Context: an optimization exercise on an open-source flow, tuned for a short achievable clock period and few clock cycles per item. The choices shown serve that exercise and are no tape-out recipe. RTL that was checked went through simulation tests only; none was proved equivalent to the original. The flow treats the clock pin as an ideal source, which a real chip does not have. Power figures rest on the tool's default switching activity, not on a simulated workload.

// box_filter_top
module box_filter_top
(
  input  logic         clk_i,
  input  logic         rst_i,
  input  box_pkg::stream_word_t video_i,
  output logic         video_ready_o,
  output box_pkg::sum_word_t    sum_o,
  input  logic         sum_ready_i
);
For scale: ~1500 cells after synthesis, about 660 flip-flops, roughly 30 I/O pins, ~23000 µm² of cells after synthesis.
==> flow/config.mk <==
export PLATFORM = sky130hd
export DESIGN_NAME = box_filter_top
export DESIGN_NICKNAME = box_filter_top
export VERILOG_FILES = /design/flow/design.v
export SDC_FILE = /design/flow/constraint.sdc
export NUM_CORES = 4
export LEC_CHECK = 0
export ABC_CLOCK_PERIOD_IN_PS = 1100
export CAP_MARGIN = 20
export CORE_MARGIN = 2
export CORE_UTILIZATION = 70
export SETUP_SLACK_MARGIN = 1.8
export SLEW_MARGIN = 20
==> flow/constraint.sdc <==
create_clock -name core_clock -period 3.1 [get_ports {clk_i}]
set_input_delay 0.6200 -clock core_clock [delete_from_list [all_inputs] [get_ports {clk_i}]]
set_output_delay 0.6200 -clock core_clock [all_outputs]
set_load 0.01 [all_outputs]
standard.sh (not shown) runs the stock make flow with config.mk's settings and CLKGATE_MAP_FILE= SYNTH_SCRIPT=/design/flow/synth_recipe.tcl, a recipe that flattens the netlist after the stock synthesis.
==> flow/flow/run.sh <==
#!/bin/bash
# The standard layout (standard.sh: the standard flow's own ORFS run, with the standard
# synthesis) with these changes, passed to ORFS through its environment:
#  - port buffers are buf_4 instead of the default pick, a slow delay cell
#  - clock tree synthesis clusters about 30 flip-flops per leaf buffer
set -euo pipefail
here=$(cd "$(dirname "$0")" && pwd)
export BUFFER_PORTS_ARGS="-buffer_cell sky130_fd_sc_hd__buf_4"
export CTS_ARGS="-sink_clustering_enable -repair_clock_nets -sink_clustering_size 30 -sink_clustering_max_diameter 100"
# no adder cells: the adder step (extract_fa) maps sums to full-adder cells,
# whose sum output is slow; without it abc maps the adders from plain gates
export ADDER_MAP_FILE=
export POST_CTS_TCL="$here/post_cts.tcl"
bash standard.sh > flow.log 2>&1
Other scripts of this flow, unchanged in this note and not shown: flow/flow/clock_top.tcl, flow/flow/post_cts.tcl
Testbench counts at the start, summed over its fixed seeds: cycles 7,441, items 5,195.
Rerun with:
CORE_UTILIZATION = 60   (was 70)
Effect: Die area is higher by about 16%; core utilization went down by 12 points; cell count rose by about 1.9%; sequential power barely changes; cell area came out lower by about 1.2%; wire length fell by about 1.6%; global-route usage went down by 4.4 points; register-to-register slack gains 30 ps; setup slack improves by 4.1 ps.
Rerun with:
--- a/flow/flow/run.sh
+++ b/flow/flow/run.sh
@@ -5,0 +6,2 @@
+#  - the ports of each side of the stream are placed as a group
+# make's full output goes to flow.log in the work folder.
@@ -12,0 +15,2 @@
+# the output side ports next to each other, and the input side ports too
+export PLACE_PINS_ARGS="-group_pins {sum_o[0] sum_o[1] sum_o[2] sum_o[3] sum_o[4] sum_o[5] sum_o[6] sum_o[7] sum_o[8] sum_o[9] sum_o[10] sum_o[11] sum_o[12] sum_o[13] sum_o[14] video_ready_o sum_ready_i} -group_pins {video_i[0] video_i[1] video_i[2] video_i[3] video_i[4] video_i[5] video_i[6] video_i[7] video_i[8] video_i[9] video_i[10]}"
Effect:
- The new run went through all stages and came out clean
- setup slack loses 4.1 ps
- wire length hardly moves
- die area is unchanged

---

Another version of the RTL of box_filter_top (not shown whole).
For scale: roughly 1200 cells after synthesis, ~30 I/O pins, roughly 0.020 sq mm of cells after synthesis.
clock: 3.1 ns
lec_check: 0
abc_clock_period_in_ps: 1400
cap_margin: 20
core_margin: 2
core_utilization: 60
cts_cluster_diameter: 100
cts_cluster_size: 30
setup_slack_margin: 1.6
slew_margin: 20
run.sh (not shown) runs the stock make flow with config.mk's settings and CLKGATE_MAP_FILE= SYNTH_SCRIPT=/design/flow/synth_recipe.tcl, a recipe that flattens the netlist after the stock synthesis.
Stock flow here: none of the scripts above is used.
Next try:
--- a/flow/config.mk
+++ b/flow/config.mk
@@ -9,7 +9,5 @@
 export CAP_MARGIN = 20
 export CORE_MARGIN = 2
-export CORE_UTILIZATION = 60
-export CTS_CLUSTER_DIAMETER = 100
-export CTS_CLUSTER_SIZE = 30
+export CORE_UTILIZATION = 40
 export SETUP_SLACK_MARGIN = 1.6
 export SLEW_MARGIN = 20
After rerunning: The changed run produced a clean layout; global-route usage fell by 8.1 points; design area is higher by a few percent; non-clock buffer count decreases by 25; total power rose by about a fifth; wire length is about the same; via count decreases slightly; register-to-register slack gets worse by 0.04 ns; first-iteration DRC count rose by roughly a tenth; clock power is higher by well over a third.
Next try:
--- a/flow/config.mk
+++ b/flow/config.mk
@@ -9,5 +9,7 @@
 export CAP_MARGIN = 20
 export CORE_MARGIN = 2
-export CORE_UTILIZATION = 40
+export CORE_UTILIZATION = 60
+export CTS_CLUSTER_DIAMETER = 60
+export CTS_CLUSTER_SIZE = 24
 export SETUP_SLACK_MARGIN = 1.6
 export SLEW_MARGIN = 20
What happened: The changed run finished clean; area after synthesis does not change; hold slack improved by 0.011 ns; clock power shrinks by about a fifth.
Function was not checked in any run of this note: the RTL went through the layout flow alone.

---

== maple ==
Another version of the RTL of box_filter_top (not shown whole).
Size: ~1,400 cells after synthesis, ~30 I/O pins, roughly 0.023 mm² of cells after synthesis.
==> flow/design.v (excerpt) <==
module box_filter_top
(
  input  logic         clk_i,
  input  logic         rst_i,
  input  box_pkg::stream_word_t video_i,
  output logic         video_ready_o,
  output box_pkg::sum_word_t    sum_o,
  input  logic         sum_ready_i
);
export LEC_CHECK = 0
export ABC_CLOCK_PERIOD_IN_PS = 1200
export CAP_MARGIN = 20
export CORE_MARGIN = 2
export CORE_UTILIZATION = 60
export SETUP_SLACK_MARGIN = 1.75
export SLEW_MARGIN = 20
create_clock -name core_clock -period 3.1 [get_ports {clk_i}]
standard.sh (not shown) runs the stock make flow with config.mk's settings and CLKGATE_MAP_FILE= SYNTH_SCRIPT=/design/flow/synth_recipe.tcl, a recipe that flattens the netlist after the stock synthesis.
==> flow/flow/run.sh <==
#!/bin/bash
# The standard layout (standard.sh: the standard flow's own ORFS run, with the standard
# synthesis) with these changes, passed to ORFS through its environment:
#  - port buffers are buf_4 instead of the default pick, a slow delay cell
#  - clock tree synthesis clusters about 30 flip-flops per leaf buffer
set -euo pipefail
here=$(cd "$(dirname "$0")" && pwd)
export BUFFER_PORTS_ARGS="-buffer_cell sky130_fd_sc_hd__buf_4"
export CTS_ARGS="-sink_clustering_enable -repair_clock_nets -sink_clustering_size 30 -sink_clustering_max_diameter 100"
# no adder cells: the adder step (extract_fa) maps sums to full-adder cells,
# whose sum output is slow; without it abc maps the adders from plain gates
export ADDER_MAP_FILE=
export POST_CTS_TCL="$here/post_cts.tcl"
bash standard.sh > flow.log 2>&1
Other scripts of this flow, unchanged in this note and not shown: flow/flow/clock_top.tcl, flow/flow/post_cts.tcl
diff inputs: maple => pine
-- flow/config.mk --
<<< maple, line 8
export ABC_CLOCK_PERIOD_IN_PS = 1200
>>> pine, line 8
export ABC_CLOCK_PERIOD_IN_PS = 1100
<<< maple, line 12
export SETUP_SLACK_MARGIN = 1.75
>>> pine, line 12
export SETUP_SLACK_MARGIN = 1.8
[summary]
pine: no failed stages, no open violations at the end. Utilization maple -> pine: up. Lower worst-margin pin slew was reported by pine, not maple. As far as global routing met2 resource utilization is concerned, maple and pine perform about the same. pine against maple: via count increased by 310 relative to the old numbers; tightest hold margin lower; number of detailed-route iterations in the first pass closely matched the old numbers; final period demand of the worst path picked up an extra 0.013 ns; met1 usage climbed 2.1 points. In the flow results for maple and pine, the setup slack is smaller on pine.
No run of this note included a check of the RTL's function; only the layout flow was run.

---

Setup of lane 1:
box_filter_top, a different RTL version from the one above (not shown whole).
Size: roughly 640 flip-flops, about 30 I/O pins.
## box_filter_top
module box_filter_top
(
  input  logic         clk_i,
  input  logic         rst_i,
  input  box_pkg::stream_word_t video_i,
  output logic         video_ready_o,
  output box_pkg::sum_word_t    sum_o,
  input  logic         sum_ready_i
);
==> flow/config.mk <==
export PLATFORM = sky130hd
export DESIGN_NAME = box_filter_top
export DESIGN_NICKNAME = box_filter_top
export VERILOG_FILES = /design/flow/design.v
export SDC_FILE = /design/flow/constraint.sdc
export NUM_CORES = 4
export LEC_CHECK = 0
export ABC_CLOCK_PERIOD_IN_PS = 1200
export CAP_MARGIN = 20
export CORE_MARGIN = 2
export CORE_UTILIZATION = 60
export SETUP_SLACK_MARGIN = 1.75
export SLEW_MARGIN = 20
==> flow/constraint.sdc <==
create_clock -name core_clock -period 3.1 [get_ports {clk_i}]
set_input_delay 0.6200 -clock core_clock [delete_from_list [all_inputs] [get_ports {clk_i}]]
set_output_delay 0.6200 -clock core_clock [all_outputs]
set_load 0.01 [all_outputs]
Scripts as last shown in full above: flow/flow/run.sh
Other scripts of this flow, unchanged in this note and not shown: flow/flow/clock_top.tcl, flow/flow/post_cts.tcl
Every stage of the flow completed for lane 1, and the final layout passed the timing, DRC and antenna checks.
The inputs of lane 2 differ from those of lane 1 as listed below.
Settings: changing ABC_CLOCK_PERIOD_IN_PS from 1200 to 1100; changing SETUP_SLACK_MARGIN from 1.75 to 1.8.
### Flow results
- Lane 2 finished every step from synthesis to the final layout, and the layout passed the timing, DRC and antenna checks.
- The setup slack of lane 2 is smaller than that of lane 1.
- Lane 2 vs lane 1, utilization went up by 1.0 points.
- Re wire length of the first global-routing pass: lane 1 and lane 2 aren't equal, and the lower value belongs to lane 1.
- Against lane 1 as the reference, lane 2 delivers a higher critical path depth.
Function was not checked in any run of this note: the RTL went through the layout flow alone.

---

box_filter_top, a different RTL version from the one above (not shown whole).
For scale: roughly 630 flip-flops, roughly 30 I/O pins.
clock: 3.1 ns
lec_check: 0
abc_clock_period_in_ps: 1500
cap_margin: 20
core_margin: 2
core_utilization: 40
setup_slack_margin: 1.6
slew_margin: 20
run.sh (not shown) runs the stock make flow with config.mk's settings and CLKGATE_MAP_FILE= SYNTH_SCRIPT=/design/flow/synth_recipe.tcl, a recipe that flattens the netlist after the stock synthesis.
Stock flow here: none of the scripts above is used.
Then changed:
- ABC_CLOCK_PERIOD_IN_PS: 1500 -> default
- SETUP_SLACK_MARGIN: 1.6 -> default
Result:
- setup slack gets worse by 0.42 ns
- design area went down by roughly a tenth
- total power went down by roughly a tenth
No run of this note included a check of the RTL's function; only the layout flow was run.

---

the reference run:
box_filter_top, a different RTL version from the one above (not shown whole).
Size in the first run: ~640 flip-flops, about 30 I/O pins, roughly 22,000 sq um of cells after synthesis.
export LEC_CHECK = 0
export ABC_CLOCK_PERIOD_IN_PS = 1100
export CAP_MARGIN = 20
export CORE_MARGIN = 2
export CORE_UTILIZATION = 60
export SETUP_SLACK_MARGIN = 1.8
export SLEW_MARGIN = 20
create_clock -name core_clock -period 3.1 [get_ports {clk_i}]
standard.sh (not shown) runs the stock make flow with config.mk's settings and CLKGATE_MAP_FILE= SYNTH_SCRIPT=/design/flow/synth_recipe.tcl, a recipe that flattens the netlist after the stock synthesis.
Scripts as last shown in full above: flow/flow/run.sh
Other scripts of this flow, unchanged in this note and not shown: flow/flow/clock_top.tcl, flow/flow/post_cts.tcl
The reference run: flow completed, timing, DRC and antenna clean
The inputs of the trial run differ from those of the reference run as listed below.
- ABC_CLOCK_PERIOD_IN_PS: 1100 -> 1200
- SETUP_SLACK_MARGIN: 1.8 -> 1.75
Results
- When the trial run is measured against the reference run, its worst-case headroom to the max-slew limit turns out 17 points lower.
- Compared with the reference run, the trial run shows a overall fraction of global-route tracks in use that is 1.0 points lower.
- The trial run ends up with a maximum frequency that is 35 MHz higher than in the reference run.
- Min final weighted congestion in routability-driven placement across the trial run and the reference run: the trial run
- The via count reported for the trial run is lower than the one for the reference run.
- met3 routing resource usage after global routing was higher in the reference run than in the trial run.
- Delta (the trial run minus the reference run): sequential cell area in the final layout closely matched the old numbers, cell area fell by 1.5%, final instance count without filler cells now smaller, detailed route wirelength on metal2 down 7.0%.
Function was not checked in any run of this note: the RTL went through the layout flow alone.

---

== middle ==
The RTL this note starts from:
==> flow/design.v <==
package box_pkg;
  localparam int PX_W         = 8;
  localparam int WIN          = 3;
  localparam int LINE_BUFS    = WIN + 1;                 
  localparam int MAX_LINE_LEN = 16;
  localparam int LINE_ADDR_W  = $clog2( MAX_LINE_LEN );
  localparam int BUF_IDX_W    = $clog2( LINE_BUFS );
  localparam int SUM_W        = PX_W + 4;                
  typedef logic [PX_W - 1 : 0] px_t;
  typedef struct packed {
    px_t  tdata;
    logic tvalid;
    logic tlast;                                         
    logic tuser;                                         
  } stream_word_t;
  typedef struct packed {
    px_t [WIN - 1 : 0][WIN - 1 : 0] px;
    logic                           tvalid;
    logic                           tlast;
    logic                           tuser;
  } window_t;
  typedef struct packed {
    logic [SUM_W - 1 : 0] tdata;
    logic                 tvalid;
    logic                 tlast;
    logic                 tuser;
  } sum_word_t;
endpackage
`timescale 1ns/1ps
module box_filter_top
(
  input  logic         clk_i,
  input  logic         rst_i,
  input  box_pkg::stream_word_t video_i,
  output logic         video_ready_o,
  output box_pkg::sum_word_t    sum_o,
  input  logic         sum_ready_i
);
localparam int PX_W   = box_pkg::PX_W;                   
localparam int SUM_W  = box_pkg::SUM_W;                  
localparam int COL_W  = PX_W + 2;                        
localparam int NCOL   = box_pkg::MAX_LINE_LEN;
localparam int FIFO_D = 9;
logic              rdy_q;
logic              s0_v;
logic [PX_W - 1:0] s0_px;
logic              s0_last;
logic              s0_user;
assign video_ready_o = rdy_q;
always_ff @( posedge clk_i, posedge rst_i )
  if( rst_i )
    s0_v <= 1'b0;
  else
    s0_v <= video_i.tvalid && rdy_q;
always_ff @( posedge clk_i )
  begin
    s0_px   <= video_i.tdata;
    s0_last <= video_i.tlast;
    s0_user <= video_i.tuser;
  end
logic [NCOL - 1:0] col_q;                                
logic [1:0]        row_q;                                
logic [NCOL - 1:0] col_e;
logic [1:0]        row_e;
assign col_e = s0_user ? NCOL'( 1 ) : col_q;
assign row_e = s0_user ? 2'd0 : row_q;
always_ff @( posedge clk_i, posedge rst_i )
  if( rst_i )
    begin
      col_q <= NCOL'( 1 );
      row_q <= 2'd0;
    end
  else
    if( s0_v )
      begin
        if( s0_last )
          begin
            col_q <= NCOL'( 1 );
            row_q <= ( row_e == 2'd3 ) ? 2'd3 : row_e + 2'd1;
          end
        else
          begin
            col_q <= { col_e[NCOL - 2:0], 1'b0 };
            row_q <= row_e;
          end
      end
logic [PX_W - 1:0] la [NCOL];
logic [PX_W - 1:0] lb [NCOL];
logic [PX_W - 1:0] rd_a;
logic [PX_W - 1:0] rd_b;
always_comb
  begin
    rd_a = '0;
    rd_b = '0;
    for( int i = 0; i < NCOL; i++ )
      begin
        rd_a = rd_a | ( la[i] & { PX_W{ col_q[i] } } );
        rd_b = rd_b | ( lb[i] & { PX_W{ col_q[i] } } );
      end
  end
logic              s1_v;
logic              s1_win;                               
logic              s1_last;
logic              s1_first;
logic [NCOL - 1:0] s1_col;
logic [PX_W - 1:0] s1_px;
logic [PX_W - 1:0] s1_a;
logic [PX_W - 1:0] s1_b;
always_ff @( posedge clk_i, posedge rst_i )
  if( rst_i )
    begin
      s1_v   <= 1'b0;
      s1_win <= 1'b0;
    end
  else
    begin
      s1_v   <= s0_v;
      s1_win <= s0_v && row_e[1] && !col_e[0] && !col_e[1];
    end
always_ff @( posedge clk_i )
  begin
    s1_last  <= s0_last;
    s1_first <= ( row_e == 2'd2 ) && col_e[2];
    s1_col   <= col_e;
    s1_px    <= s0_px;
    s1_a     <= rd_a;
    s1_b     <= rd_b;
  end
for( genvar i = 0; i < NCOL; i++ )
  begin : g_col
    always_ff @( posedge clk_i )
      if( s1_v && s1_col[i] )
        begin
          la[i] <= s1_px;
          lb[i] <= s1_a;
        end
  end
logic              s2_v;
logic              s2_win;
logic              s2_last;
logic              s2_first;
logic [PX_W - 1:0] s2_s;                                 
logic [PX_W - 1:0] s2_c;
always_ff @( posedge clk_i, posedge rst_i )
  if( rst_i )
    begin
      s2_v   <= 1'b0;
      s2_win <= 1'b0;
    end
  else
    begin
      s2_v   <= s1_v;
      s2_win <= s1_win;
    end
always_ff @( posedge clk_i )
  begin
    s2_last  <= s1_last;
    s2_first <= s1_first;
    s2_s     <= s1_px ^ s1_a ^ s1_b;
    s2_c     <= ( s1_px & s1_a ) | ( s1_px & s1_b ) | ( s1_a & s1_b );
  end
logic       s3_v;
logic       s3_win;
logic       s3_last;
logic       s3_first;
logic [4:0] s3_lo;
logic       s3_k;                                        
logic [4:0] s3_hi0;                                      
logic [4:0] s3_hi1;                                      
always_ff @( posedge clk_i, posedge rst_i )
  if( rst_i )
    begin
      s3_v   <= 1'b0;
      s3_win <= 1'b0;
    end
  else
    begin
      s3_v   <= s2_v;
      s3_win <= s2_win;
    end
always_ff @( posedge clk_i )
  begin
    s3_last       <= s2_last;
    s3_first      <= s2_first;
    { s3_k, s3_lo } <= { 1'b0, s2_s[4:0] } + { 1'b0, s2_c[3:0], 1'b0 };
    s3_hi0        <= { 2'b0, s2_s[7:5] } + { 1'b0, s2_c[7:4] };
    s3_hi1        <= { 2'b0, s2_s[7:5] } + { 1'b0, s2_c[7:4] } + 5'd1;
  end
logic [COL_W - 1:0] col_0;                               
logic [COL_W - 1:0] col_1;                               
logic [COL_W - 1:0] col_2;
assign col_0 = { s3_k ? s3_hi1 : s3_hi0, s3_lo };
always_ff @( posedge clk_i )
  if( s3_v )
    begin
      col_1 <= col_0;
      col_2 <= col_1;
    end
logic               s4_win;
logic               s4_last;
logic               s4_first;
logic [COL_W - 1:0] s4_s;                                
logic [COL_W - 1:0] s4_c;
always_ff @( posedge clk_i, posedge rst_i )
  if( rst_i )
    s4_win <= 1'b0;
  else
    s4_win <= s3_win;
always_ff @( posedge clk_i )
  begin
    s4_last  <= s3_last;
    s4_first <= s3_first;
    s4_s     <= col_0 ^ col_1 ^ col_2;
    s4_c     <= ( col_0 & col_1 ) | ( col_0 & col_2 ) | ( col_1 & col_2 );
  end
logic       s5_win;
logic       s5_last;
logic       s5_first;
logic [5:0] s5_lo;
logic       s5_k;
logic [5:0] s5_hi0;
logic [5:0] s5_hi1;
always_ff @( posedge clk_i, posedge rst_i )
  if( rst_i )
    s5_win <= 1'b0;
  else
    s5_win <= s4_win;
always_ff @( posedge clk_i )
  begin
    s5_last       <= s4_last;
    s5_first      <= s4_first;
    { s5_k, s5_lo } <= { 1'b0, s4_s[5:0] } + { 1'b0, s4_c[4:0], 1'b0 };
    s5_hi0        <= { 2'b0, s4_s[9:6] } + { 1'b0, s4_c[9:5] };
    s5_hi1        <= { 2'b0, s4_s[9:6] } + { 1'b0, s4_c[9:5] } + 6'd1;
  end
logic [SUM_W - 1:0] s5_sum;
assign s5_sum = { s5_k ? s5_hi1 : s5_hi0, s5_lo };
logic [SUM_W + 1:0]  fifo [FIFO_D];
logic [FIFO_D - 1:0] fifo_v;                             
logic [FIFO_D - 1:0] wr_ptr;                             
logic [FIFO_D - 1:0] rd_ptr;                             
logic [FIFO_D - 1:0] rd_nx;                              
logic [SUM_W + 1:0]  wr_d;
logic                push;
logic                pop;
logic                fifo_low;                           
logic [SUM_W + 1:0]  keep_d;                             
logic [SUM_W + 1:0]  next_d;                             
logic                keep_v;
logic                next_v;
logic                out_v;
logic [SUM_W + 1:0]  out_d;
assign push  = s5_win;
assign wr_d  = { s5_sum, s5_last, s5_first };
assign rd_nx = { rd_ptr[FIFO_D - 2:0], rd_ptr[FIFO_D - 1] };
assign pop   = out_v && sum_ready_i;
always_comb
  begin
    keep_d   = '0;
    next_d   = '0;
    keep_v   = 1'b0;
    next_v   = 1'b0;
    fifo_low = 1'b1;
    for( int i = 0; i < FIFO_D; i++ )
      begin
        keep_d = keep_d | ( ( ( push && wr_ptr[i] ) ? wr_d : fifo[i] ) & { ( SUM_W + 2 ){ rd_ptr[i] } } );
        next_d = next_d | ( ( ( push && wr_ptr[i] ) ? wr_d : fifo[i] ) & { ( SUM_W + 2 ){ rd_nx[i] } } );
        keep_v = keep_v | ( rd_ptr[i] && ( fifo_v[i] || ( push && wr_ptr[i] ) ) );
        next_v = next_v | ( rd_nx[i] && ( fifo_v[i] || ( push && wr_ptr[i] ) ) );
        for( int j = i + 1; j < FIFO_D; j++ )
          fifo_low = fifo_low && !( fifo_v[i] && fifo_v[j] );
      end
  end
for( genvar i = 0; i < FIFO_D; i++ )
  begin : g_fifo
    always_ff @( posedge clk_i )
      if( push && wr_ptr[i] )
        fifo[i] <= wr_d;
    always_ff @( posedge clk_i, posedge rst_i )
      if( rst_i )
        fifo_v[i] <= 1'b0;
      else
        if( push && wr_ptr[i] )
          fifo_v[i] <= 1'b1;
        else
          if( pop && rd_ptr[i] )
            fifo_v[i] <= 1'b0;
  end
always_ff @( posedge clk_i, posedge rst_i )
  if( rst_i )
    begin
      wr_ptr <= FIFO_D'( 1 );
      rd_ptr <= FIFO_D'( 1 );
      out_v  <= 1'b0;
      rdy_q  <= 1'b0;
    end
  else
    begin
      if( push )
        wr_ptr <= { wr_ptr[FIFO_D - 2:0], wr_ptr[FIFO_D - 1] };
      if( pop )
        rd_ptr <= rd_nx;
      out_v <= pop ? next_v : keep_v;
      rdy_q <= fifo_low;
    end
always_ff @( posedge clk_i )
  out_d <= pop ? next_d : keep_d;
assign sum_o = { out_d[SUM_W + 1:2], out_v, out_d[1], out_d[0] };
endmodule
export LEC_CHECK = 0
export ABC_CLOCK_PERIOD_IN_PS = 1300
export CAP_MARGIN = 20
export CORE_MARGIN = 2
export CORE_UTILIZATION = 60
export CTS_CLUSTER_DIAMETER = 100
export CTS_CLUSTER_SIZE = 30
export SETUP_SLACK_MARGIN = 1.7
export SLEW_MARGIN = 20
create_clock -name core_clock -period 3.1 [get_ports {clk_i}]
run.sh (not shown) runs the stock make flow with config.mk's settings and CLKGATE_MAP_FILE= SYNTH_SCRIPT=/design/flow/synth_recipe.tcl, a recipe that flattens the netlist after the stock synthesis.
Stock flow here: none of the scripts above is used.
middle | stages: all done | timing, DRC, antenna: all pass
Input-level comparison between east and middle:
==> flow/flow/run.sh (new file) <==
#!/bin/bash
# The standard layout (standard.sh, the standard flow's own ORFS run with the standard
# synthesis), with two ORFS settings passed through the environment:
#  - port buffers are buf_4 instead of the default pick, a slow delay cell
#  - clock tree synthesis arguments (sink clustering) for a shallower,
#    still balanced, clock tree
# make's full output goes to flow.log in the work folder.
set -euo pipefail
export BUFFER_PORTS_ARGS="-buffer_cell sky130_fd_sc_hd__buf_4"
export CTS_ARGS="-sink_clustering_enable -repair_clock_nets -sink_clustering_size 30 -sink_clustering_max_diameter 100"
bash standard.sh > flow.log 2>&1
==> flow/standard.sh (new file) <==
#!/bin/bash
# synth_recipe.tcl (not shown) runs the flow's synth.tcl, then flattens the netlist and writes it again
# the make line also repeats each setting of config.mk as NAME=value (left out here)
make -C /OpenROAD-flow-scripts/flow DESIGN_CONFIG=/design/flow/config.mk WORK_HOME=/design/flow/orfs CLKGATE_MAP_FILE= SYNTH_SCRIPT=/design/flow/synth_recipe.tcl "${@:-finish}"
--- a/flow/config.mk
+++ b/flow/config.mk
@@ -11,4 +11,2 @@
 export CORE_UTILIZATION = 60
-export CTS_CLUSTER_DIAMETER = 100
-export CTS_CLUSTER_SIZE = 30
 export SETUP_SLACK_MARGIN = 1.7
removed: flow/run.sh
==> notes.md <==
- east: flow completed, timing, DRC and antenna clean
- The leakage power summed over all cells reported for east is greater than that of middle by about 2.7%.
- The run showing the smaller non-clock buffer count is middle.
- [compare] base=middle new=east: clock-buffer cell count about even, power in sequential cells roughly the same.
- Comparing middle against east, there is no change at all in post-synthesis cell count.
- Changes observed in east relative to middle: area occupied by registers flat, combinational power up about 2%, global-route wire length before repair up about 2%, fraction of layout instances using a drive strength above 1 up 3.1 points.
- east vs middle, post-route total power went up by about 1.3%.
No functional check of the RTL was part of any run of this note.

## port drivers added, routing unchanged
Ports are ideal in the flow. The routed layouts listed here were re-timed in OpenROAD. Step 1: set_driving_cell puts a clkbuf_16 on clk_i and a buf_2 on each other input, an assumption about the parent block. Step 2, shift: input delay + t, output delay - t, t = (earliest + latest rising clock arrival at the registers) / 2. This alone moves slack from input paths to output paths. a / b / c = no drivers / after step 1 / after step 2; a / b = the first two.
| run | t (ns) | setup WS [ns] | worst hold slack (ns) | worst slew at a driven data input, ns |
|---|---|---|---|---|
| the first run of note 1 | 0.462 | 1.614 / 1.503 / 1.254 | 0.323 / 0.239 / 0.323 | 0.04 |
| the second run of note 1 | 0.471 | 1.618 / 1.500 / 1.415 | 0.323 / 0.233 / 0.323 | 0.04 |
| the third run of note 1 | 0.473 | 1.614 / 1.492 / 1.347 | 0.318 / 0.268 / 0.318 | 0.07 |
| the first run of note 2 | 0.605 | 1.168 / 1.187 / 0.581 | 0.297 / 0.297 / 0.297 | 0.04 |
| the second run of note 2 | 0.633 | 1.152 / 1.152 / 0.570 | 0.318 / 0.318 / 0.318 | 0.04 |
| the third run of note 2 | 0.587 | 1.158 / 1.158 / 0.849 | 0.330 / 0.330 / 0.330 | 0.03 |
| maple | 0.469 | 1.536 / 1.461 / 1.347 | 0.214 / 0.117 / 0.331 | 0.03 |
| pine | 0.469 | 1.523 / 1.504 / 1.317 | 0.201 / 0.109 / 0.335 | 0.04 |
| lane 1 | 0.470 | 1.562 / 1.514 / 1.373 | 0.336 / 0.258 / 0.336 | 0.03 |
| lane 2 | 0.460 | 1.471 / 1.471 / 1.281 | 0.334 / 0.259 / 0.334 | 0.04 |
| the first run of note 5 | 0.645 | 0.995 / 0.995 / 0.469 | 0.323 / 0.323 / 0.323 | 0.03 |
| the second run of note 5 | 0.669 | 0.575 / 0.575 / 0.296 | 0.326 / 0.326 / 0.326 | 0.03 |
| the reference run | 0.471 | 1.412 / 1.412 / 1.033 | 0.293 / 0.196 / 0.317 | 0.07 |
| the trial run | 0.460 | 1.508 / 1.477 / 1.078 | 0.315 / 0.261 / 0.315 | 0.08 |
| middle | 0.623 | 1.129 / 1.129 / 0.933 | 0.333 / 0.333 / 0.333 | 0.03 |
| east | 0.635 | 1.181 / 1.181 / 1.181 | 0.069 / 0.038 / 0.334 | 0.05 |
After both steps every run listed still meets setup and hold. The setup slack of the first run of note 2, which loses most, moves by +0.019 ns with the drivers and by -0.587 ns with both steps.
